Context: an optimization exercise on an open-source flow, tuned for small area and a short achievable clock period. The choices shown serve that exercise and are no tape-out recipe. Power and IR drop assume default switching activity.

## vector_alu
module vector_alu (
	input  logic         clk,
	input  logic         reset,
	input  logic [191:0] pixels,	 
	input  logic [7:0]   scalar,
	input  logic [2:0]   channel,
	input  logic [1:0]   op,
	output logic [191:0] result,
	output logic [7:0]   carry_out
);
	logic [7:0]   next_carry;
	logic [63:0]  next_sum;		 
	logic [47:0]  next_crow;	 
	logic [191:0] pixels_q;
	logic [63:0]  sum_q;
	logic [47:0]  crow_q;
	logic [2:0]   keep_q;
	logic [2:0]   put_q;
	logic [2:0] sel;
	logic [2:0] keep;
	logic [2:0] put;
	logic [7:0] mul_m;
	logic [7:0] mul_m3;
	logic [7:0] s_neg;
	logic [7:0] s_x3;
	logic [7:0] base0, base1, base2, base3;
	logic [8:0] limit;
	logic       carry_inv;
	logic       active;
	assign sel[2] = (channel == pixel_alu_pkg::chan_red);
	assign sel[1] = (channel == pixel_alu_pkg::chan_green);
	assign sel[0] = (channel == pixel_alu_pkg::chan_blue);
	assign put  = reset ? 3'b000 : sel;
	assign keep = reset ? 3'b000 : ~sel;
	assign active = (sel != 3'b000) && (op != pixel_alu_pkg::op_hold) && !reset;
	always_comb begin
		mul_m     = 8'd1;
		mul_m3    = 8'd3;
		limit     = 9'd256;
		carry_inv = 1'b0;
		case (op)
			pixel_alu_pkg::op_add: begin
				limit = 9'd256 - {1'b0, scalar};
			end
			pixel_alu_pkg::op_sub: begin
				limit     = {1'b0, scalar};
				carry_inv = 1'b1;	 
			end
			pixel_alu_pkg::op_mul: begin
				mul_m  = scalar;
				mul_m3 = s_x3;
				limit = pixel_alu_pkg::mul_limit(scalar);
			end
			default: begin
			end
		endcase
		if (!active) begin
			limit     = 9'd256;
			carry_inv = 1'b0;
		end
	end
	assign s_neg = 8'd0 - scalar;
	assign s_x3  = scalar + {scalar[6:0], 1'b0};
	always_comb begin
		case (op)
			pixel_alu_pkg::op_add: begin
				base0 = scalar;
				base1 = scalar + 8'd1;
				base2 = scalar + 8'd2;
				base3 = scalar + 8'd3;
			end
			pixel_alu_pkg::op_sub: begin
				base0 = s_neg;
				base1 = 8'd1 - scalar;
				base2 = 8'd2 - scalar;
				base3 = 8'd3 - scalar;
			end
			pixel_alu_pkg::op_mul: begin
				base0 = 8'd0;
				base1 = scalar;
				base2 = {scalar[6:0], 1'b0};
				base3 = s_x3;
			end
			default: begin
				base0 = 8'd0;
				base1 = 8'd1;
				base2 = 8'd2;
				base3 = 8'd3;
			end
		endcase
	end
	genvar i, j;
	generate
		for (i = 0; i < 8; i++) begin : g_lane
			logic [7:0] c;
			logic [7:0] m2;
			logic [3:0] d1, d2, d3;	 
			logic [7:0] pp0;
			logic [5:0] pp1;
			logic [3:0] pp2;
  ...
Size in the first run: roughly 2500 cells after synthesis, about 320 flip-flops.
Settings: LEC_CHECK=0, CAP_MARGIN=20, CORE_MARGIN=2, CORE_UTILIZATION=40, CTS_BUF_LIST=sky130_fd_sc_hd__clkbuf_4 sky130_fd_sc_hd__clkbuf_8, SETUP_SLACK_MARGIN=3.3, SLEW_MARGIN=20, SYNTH_HIERARCHICAL=1; clock period 7.0 ns.
standard.sh (not shown) runs the stock make flow with config.mk's settings and CLKGATE_MAP_FILE= SYNTH_SCRIPT=/design/flow/synth_recipe.tcl, a recipe that flattens the netlist after the stock synthesis.
==> flow/flow/run.sh <==
#!/bin/bash
# The standard layout, with two changes: the port buffers are the smallest buffer
# (sky130_fd_sc_hd__buf_1) instead of the flow's default pick, and synthesis leaves the
# arithmetic to ABC instead of mapping it onto full- and half-adder cells.
set -euo pipefail
export BUFFER_PORTS_ARGS="-buffer_cell sky130_fd_sc_hd__buf_1"
export ADDER_MAP_FILE=
bash standard.sh > standard.log 2>&1
The starting point passed the timing, design-rule and antenna checks.
==> next run, changes <==
Settings changed: CTS_BUF_LIST sky130_fd_sc_hd__clkbuf_4 sky130_fd_sc_hd__clkbuf_8 to default, SETUP_SLACK_MARGIN 3.3 to default.
Design area goes down by about 5%.
Synthesized cell count is unchanged.
Die area does not change.
Routed wire length came out lower by about 6%.
First-iteration DRC count decreases by 2.4%.
Combinational power decreases by about 6%.
Cell count goes down by about 2.6%.
Global-route usage drops by 1.8 points.
Synthesized area stays the same.
No run of this note included a check of the RTL's function; only the layout flow was run.

[static timing again, ports no longer ideal]
Ports are ideal in the flow. The routed layouts listed here were re-timed in OpenROAD.
Step 1 assumes that a clkbuf_16 drives the clock port and a buf_2 every other input.
Step 2 also shifts input and output timing later by t, the mid clock arrival at the registers, as if the neighbouring blocks saw the same clock.
a / b / c = no drivers / after step 1 / after step 2; a / b = the first two.
| run | t (ns) | slack for setup (ns) | clock arrival spread, ns | worst register clock-pin slew, ns | worst data-port slew with drivers (ns) |
|---|---|---|---|---|---|
| the first run | 0.711 | 3.331 / 3.310 / 2.647 | 0.042 / 0.042 | 0.07 / 0.07 | 0.07 |
| the second run | 0.607 | 2.112 / 2.142 / 1.535 | 0.024 / 0.024 | 0.07 / 0.07 | 0.07 |
After both steps setup and hold are still met in every run listed. The setup slack of the first run, which loses most, moves by -0.021 ns with the drivers and by -0.684 ns with both steps.
